Background: an optimization exercise with open tools, aiming at small area. Do not read the settings as production practice.
Only simulation tests tie the RTL to the original design; equivalence was not proved.
Power figures rest on the tool's default switching activity, not on a simulated workload.

`flow/flow/run.sh`:
```
#!/bin/bash
# Own layout flow: the standard synthesis and ORFS steps, with two changes:
#  - ports are buffered with sky130_fd_sc_hd__buf_1 instead of the default delay buffer
#  - clock tree synthesis without dummy loads
# Each tool's full output goes to a log file in the work folder.
set -euo pipefail
export BUFFER_PORTS_ARGS="-buffer_cell sky130_fd_sc_hd__buf_1"
export CTS_ARGS="-sink_clustering_enable -repair_clock_nets -dont_use_dummy_load -buf_list sky130_fd_sc_hd__clkbuf_4 -sink_clustering_size 8 -sink_clustering_max_diameter 40"
bash standard.sh synth > synth.log 2>&1
bash standard.sh > layout.log 2>&1
```
`flow/standard.sh`:
```
#!/bin/bash
# synth_recipe.tcl (not shown) runs the flow's synth.tcl, then flattens the netlist and writes it again
# the make line also repeats each setting of config.mk as NAME=value (left out here)
make -C /OpenROAD-flow-scripts/flow DESIGN_CONFIG=/design/flow/config.mk WORK_HOME=/design/flow/orfs CLKGATE_MAP_FILE= SYNTH_SCRIPT=/design/flow/synth_recipe.tcl "${@:-finish}"
```
`flow/config.mk`:
```
export PLATFORM = sky130hd
export DESIGN_NAME = datapath
export DESIGN_NICKNAME = datapath
export VERILOG_FILES = /design/flow/design.v
export SDC_FILE = /design/flow/constraint.sdc
export NUM_CORES = 4
export LEC_CHECK = 0
export CAP_MARGIN = 20
export CORE_MARGIN = 2
export CORE_UTILIZATION = 65
export SLEW_MARGIN = 20
```
`flow/constraint.sdc`:
```
create_clock -name core_clock -period 10.0 [get_ports {clk}]
set_input_delay 2.0000 -clock core_clock [delete_from_list [all_inputs] [get_ports {clk}]]
set_output_delay 2.0000 -clock core_clock [all_outputs]
set_load 0.01 [all_outputs]
```
`flow/design.v`:
```
package datapathPkg;
   typedef logic [31:0] word_t;    
   typedef logic [3:0]  regIdx_t;  
   typedef logic [18:0] const_t;   
   typedef enum logic [3:0] {
      opAdd = 4'd0,
      opSub = 4'd1,
      opAnd = 4'd2,
      opOr  = 4'd3,
      opShl = 4'd4,
      opShr = 4'd5,
      opNeg = 4'd6,
      opNot = 4'd7
   } aluOp_t;
   localparam int raLsb      = 23;  
   localparam int rbLsb      = 19;  
   localparam int rcLsb      = 15;  
   localparam int constWidth = 19;  
endpackage
`timescale 1ns/1ns
module datapath #(
   parameter int                 numRegs = 16,
   parameter datapathPkg::word_t resetPc = '0
) (
   input  logic                clk,
   input  logic                arstN,
   input  logic                pcOut,
   input  logic                mdrOut,
   input  logic                zOut,
   input  logic                rOut,
   input  logic                cOut,
   input  logic                baOut,
   input  logic                pcIn,
   input  logic                irIn,
   input  logic                marIn,
   input  logic                mdrIn,
   input  logic                yIn,
   input  logic                zIn,
   input  logic                rIn,
   input  logic                gra,
   input  logic                grb,
   input  logic                grc,
   input  logic                incPc,
   input  logic                read,
   input  logic                write,
   input  datapathPkg::aluOp_t aluOp,
   input  datapathPkg::word_t  memRdData,
   output datapathPkg::word_t  memAddr,
   output datapathPkg::word_t  memWrData,
   output datapathPkg::word_t  busOut,
   output logic                memRead,
   output logic                memWrite
);
   logic [31:0] bus;
   logic [31:0] pcQ;
   logic [26:0] irQ;   logic irV;    
   logic [31:0] yQ;    logic yV;
   logic [31:0] zQ;    logic zV;
   logic [31:0] marQ;  logic marV;
   logic [31:0] mdrQ;
   logic [31:0] rQ [16];
   logic [15:0] rV;
   logic [3:0]  idx;
   logic [15:0] idxHot;
   assign idx = ({4{gra & irV}} & irQ[26:23]) |
                ({4{grb & irV}} & irQ[22:19]) |
                ({4{grc & irV}} & irQ[18:15]);
   always_comb begin
      for (int i = 0; i < 16; i++) idxHot[i] = (idx == i[3:0]);
   end
   logic [15:0] rSel;
   logic [31:0] regBus;
   logic [31:0] cWord;
   always_comb begin
      rSel[0] = rOut & idxHot[0] & rV[0];
      for (int i = 1; i < 16; i++) rSel[i] = (rOut | baOut) & idxHot[i] & rV[i];
      regBus = '0;
      for (int i = 0; i < 16; i++) regBus = regBus | ({32{rSel[i]}} & rQ[i]);
   end
   assign cWord = {{13{irQ[18]}}, irQ[18:0]};
   assign bus = ({32{pcOut}} & pcQ)  |
                ({32{mdrOut}}       & mdrQ) |
                ({32{zOut   & zV}}  & zQ)   |
                ({32{cOut   & irV}} & cWord) |
                regBus;
   logic        opArith, opLogic, opShl, opShr;
   logic        aZero, invB, cin;
   logic [31:0] a, b, g, p, sum, lg;
   logic [32:0] c;
   logic [31:0] shIn, shT, shRes, alu;
   logic [4:0]  sh;
   assign aZero   = aluOp[2] & aluOp[1];                     
   assign invB    = (aluOp[2:0] == 3'd1) | aZero;            
   assign cin     = (aluOp[2:0] == 3'd1) | (aluOp[2:0] == 3'd6);
   assign opArith = ~aluOp[1] & ~aluOp[2] | aZero;           
   assign opLogic = ~aluOp[2] & aluOp[1];                    
   assign opShl   = (aluOp[2:0] == 3'd4) & yV;
   assign opShr   = (aluOp[2:0] == 3'd5) & yV;
   assign a = yQ & {32{yV & ~aZero}};
   assign b = bus ^ {32{invB}};
   assign g = a & b;
   assign p = a ^ b;
   logic [31:0] pg, pp;
   always_comb begin
      pg = g;
      pp = p;
      pg[0] = g[0] | (p[0] & cin);
      for (int d = 1; d < 32; d = d * 2) begin
         for (int i = 2 * d - 1; i < 32; i = i + 2 * d) begin
            pg[i] = pg[i] | (pp[i] & pg[i-d]);
            pp[i] = pp[i] & pp[i-d];
         end
      end
      for (int d = 8; d >= 1; d = d / 2) begin
         for (int i = 3 * d - 1; i < 32; i = i + 2 * d) begin
            pg[i] = pg[i] | (pp[i] & pg[i-d]);
            pp[i] = pp[i] & pp[i-d];
         end
      end
   end
   assign c = {pg, cin};
   assign sum = p ^ c[31:0];
   assign lg = g | ({32{aluOp[0]}} & p);                     
   assign sh = bus[4:0];
   always_comb begin
      for (int i = 0; i < 32; i++) shIn[i] = aluOp[2:0] == 3'd4 ? yQ[31-i] : yQ[i];
   end
   assign shT = shIn >> sh;
   always_comb begin
      for (int i = 0; i < 32; i++) shRes[i] = (opShl & shT[31-i]) | (opShr & shT[i]);
   end
   assign alu = ({32{opArith}} & sum) | ({32{opLogic}} & lg) | shRes;
   always_ff @(posedge clk or negedge arstN) begin
      if (!arstN) begin
         irV <= 1'b0;
         yV  <= 1'b0;
         zV  <= 1'b0;
         marV <= 1'b0;
         rV  <= '0;
      end else begin
         if (irIn) irV <= 1'b1;
         if (yIn)  yV  <= 1'b1;
         if (zIn)  zV  <= 1'b1;
         if (marIn) marV <= 1'b1;
         for (int i = 0; i < 16; i++) if (rIn & idxHot[i]) rV[i] <= 1'b1;
      end
   end
   logic [31:0] pcInc;
   assign pcInc = {pcQ[31:2] + 30'd1, pcQ[1:0]};
   always_ff @(posedge clk) begin
      if (irIn) irQ <= bus[26:0];
      if (yIn)  yQ  <= bus;
      if (zIn)  zQ  <= alu;
      if (marIn) marQ <= bus;
      for (int i = 0; i < 16; i++) if (rIn & idxHot[i]) rQ[i] <= bus;
   end
   always_ff @(posedge clk or negedge arstN) begin
      if (!arstN) begin
         pcQ  <= '0;
         mdrQ <= '0;
      end else begin
         if (pcIn) pcQ <= bus;
         else if (incPc) pcQ <= pcInc;
         if (mdrIn) mdrQ <= read ? memRdData : bus;
      end
   end
   assign memAddr   = marQ & {32{marV}};
   assign memWrData = mdrQ;
   assign busOut    = bus;
   assign memRead   = read;
   assign memWrite  = write;
endmodule
```
==> metrics.md <==
| Metric | Value |
|---|---|
| Status | `timing/DRC/antenna clean` |
| Post-Syn Nets | `2364` |
| Synthesized netlist cell count | `2255` |
| Critical-path top delay cell | `a222oi_1` |
| Post-Route WL | `106000 um` |
| Critical Path AT | `9.04 ns` |
| Multiplexer share of the synthesized area | `5.03%` |
| Pre-Repair DR Iteration Count | `11` |
| Slew Limit Fails | `0` |
| Initial antenna violation count | `3` |
| Clk network pwr share | `19.9%` |
| Largest family of logic cells by synthesized area | `compound AO/OA/AOI/OAI gates` |
| Largest net degree at the start of global routing | `65` |
| PD cells | `211 mW/mm2` |
| # IOs | `155` |
| Synth warnings | `2` |
| Fmax | `118 MHz` |
| Worst-path clk slew | `0.07 ns` |
| Seq pwr share | `52.0%` |
| RSZ-0062 raised after global routing | `false` |
| Synth top area share | `60.2%` |
| Final Wtd Congestion | `0.958` |
| Setup Viol. Count Final | `0` |
| Die Height | `225 um` |
| Port Buffers | `151` |
| Cts repair resizes | `0` |
| Final Util | `72.5%` |
| Layout cells sized above 1 | `14.6%` |
| Worst vdd ir | `143 uV` |
| Wirelength per Cell | `33.7 um` |
| Worst Setup Path Type | `in2reg` |
| Sequential cell area | `0.0212 mm2` |
| Longest Clk Path Bufs | `3` |
| Via count | `22900` |
| Post-synth top area cell | `edfxtp_1` |
| Post-synth ARST share | `11.7%` |
| Seq/Total Area, Yosys | `66.9%` |
| Nets | `2639` |
| # fillers | `3145` |
| Synth-to-Final Area Change | `9.70%` |
| Setup WS pre-CTS | `0.980 ns` |
| CTS tree | `built` |
| Synth Cell Area | `0.0317 mm2` |
| First-pass GRT wire length | `151000 um` |
| Worst-Skew Late Latency | `0.94 ns` |
| Number of synthesized flops with an enable pin | `635` |
| Syn avg cell area | `14.0 um2` |
| Placed cell area | `0.0339 mm2` |
| CP Capture Type | `flip-flop` |
| Switching share of total power | `33.7%` |
| Cell area after layout | `0.0347 mm2` |
| Synth Area in XOR/XNOR | `1.80%` |
| Setup ws final | `1.54 ns` |
| Synth top area cells | `edfxtp_1, dfrtp_1, a22oi_1` |
| CP max stage delay | `0.77 ns` |
| Peak fanout along the critical path | `16` |
| CTS H-Tree Depth | `3` |
| Starting Density | `66.0%` |
| Multi-input logic area | `0.00993 mm2` |
| CTS Root Cell | `clkbuf_4` |
| Clock skew | `0.114 ns` |
| Worst-margin pin slew | `1.23 ns` |
| Die span in x | `225 um` |
| Hold violation total from the final report | `0` |
| Compound-gate portion of the synthesized area | `12.6%` |
| Max-cap viol count | `0` |
| P_int | `0.00486 W` |
| Full die area | `0.0505 mm2` |
| Unique masters post-synth | `76` |
| Sw Pwr | `0.00247 W` |
| Post-synthesis sequential element count | `719` |
| WP data required | `10.58 ns` |
| Period minus WS final | `8.46 ns` |
| HPWL after DPL | `70600 um` |
| Dominant cell by count in the synthesized netlist | `edfxtp_1` |
| # Post-CTS Setup Buffers | `0` |
| Fraction of the mapped netlist area in adder cells | `2.46%` |
| Sink Count | `719` |
| TNS Setup | `0 ns` |
| Post-synth top cells | `edfxtp_1, nand2_1, a22oi_1` |
| Worst path most repeated cell | `buf_4` |
| Post-Synth Simple-Gate Area | `8.91%` |
| Critical Path Start Type | `input port` |
| Row count | `80` |
| Primary FF master, synth | `edfxtp_1` |
| Grt ovf | `0` |
| Tot GR Track Use | `42.5%` |
| CTS buffer count | `111` |
| Vias per cell | `7.28` |
| Core Area | `0.0479 mm2` |
| Worst min path class | `reg2reg` |
| Part of the power in combinational logic | `28.2%` |
| Leak | `11.4 nW` |
| Final critical-path share of the clock period | `84.6%` |
| Antenna-violating nets left | `0` |
| Starting DRT DRC Count | `3921` |
| # hold bufs at CTS | `0` |
| Number of global-route vias before repair | `22000` |
| Max_slew headroom | `15.7%` |
| # DRC | `0` |
## kinds of logic after synthesis
| kind of cell | count (synthesis) |
|---|---|
| AO/OA/AOI/OAI | 537 |
| XOR/XNOR | 65 |
| adder cells (fa/ha/maj) | 52 |
| buffers and inverters | 181 |
| flip-flops | 719 |
| multiplexers | 153 |
| AND/OR/NAND/NOR | 548 |
## worst max-delay path: cells and delay by family
kind	cells	cell delay [ns]
AOI/OAI and AO/OA	17	4.14
xor gates and xnor gates	2	0.29
adders and majority gates	2	0.48
buffers and inverters	5	1.27
and+or+nand+nor	4	0.86
## layout by cell type (no fill, tap or decap), drive strengths merged, types with 21 or more instances in the layout
master,netlist,layout
ha,35,35
inv,45,45
or2,21,21
xnor2,34,34
xor2,31,31
buf,48,290
a22oi,149,149
nand4,56,56
nor2,93,93
dfrtp,84,84
mux2i,106,106
mux2,47,47
a221oi,71,71
edfxtp,635,635
and2,69,69
a222oi,55,55
nand2,161,161
clkbuf,87,118
a21oi,69,69
and3,30,30
nand3,43,43
o21ai,59,59
## worst paths after layout
kind,slack (ns),endpoint,from,cells after the start
worst min-delay path,0.46,zV,zV,1
worst max register to register,2.33,zQ[31],irQ[18],29
worst max-delay path,1.54,zQ[31],grc,30
min in group asynchronous,1.15,rV[0],arstN,1
max in group asynchronous,7.59,mdrQ[17],arstN,2
worst min register to register,0.46,zV,zV,1
## metal layers
layer	routed length, um	global-route usage, %
met1	38200	58.9
met2	46300	62.3
met3	14800	11.1
met4	6690	23.4
met5	0	0
## area by class of cell
class	count	share of cell area, %
flip-flops and latches	719	60.9
multi-input cells	1355	28.6
repair buffers	297	5.34
clock buffers	111	2.40
well taps	615	2.22
inverters	46	0.497
diodes	4	0.0288
## state kept, by name, summed over array words and instances (netlist names)
name and count:
irQ 27, irV 1, marQ 32, marV 1, mdrQ 32, pcQ 32, rQ 512, rV 16
yQ 32, yV 1, zQ 32, zV 1
## metrics by stage
stage	power, W	cells	hold slack [ns]
CTS	0.00726	3142	0.462
floorplan	0.00498	2255	0.432
detailed placement	0.00586	3031	0.446
global route	0.00759	3146	0.491
global placement	0.00581	3031	0.443
finish	0.00733	3147	0.464
## power by group through the flow
| stage | sequential (W) | combinational, W | clock [W] |
|---|---|---|---|
| global route | 0.00383 | 0.00220 | 0.00156 |
| finish | 0.00381 | 0.00206 | 0.00146 |
| global placement | 0.00385 | 0.00196 | 0 |
| CTS | 0.00380 | 0.00201 | 0.00145 |
| floorplan | 0.00382 | 0.00116 | 0 |
| detailed placement | 0.00387 | 0.00200 | 0 |

[afterwards: timing with drivers on the ports]
No port has a modelled driver above. Below, the same layout with a new extraction and two added sets of constraints.
Step 1, drivers: a clkbuf_16 drives clk and a buf_2 each remaining input, both assumed.
Step 2 also shifts input and output timing later by t, the mid clock arrival at the registers, as if the neighbouring blocks saw the same clock.
Three values: ideal ports, drivers, drivers and shift; two values: the first two.
shift t [ns]: 0.938
setup slack, ns: 1.540 / 1.554 / 0.617
worst hold slack (ns): 0.464 / 0.464 / 0.464
worst data-port slew with drivers (ns): 0.06
After both steps setup and hold are still met in this run. The setup slack of this run moves by +0.014 ns with the drivers and by -0.923 ns with both steps.
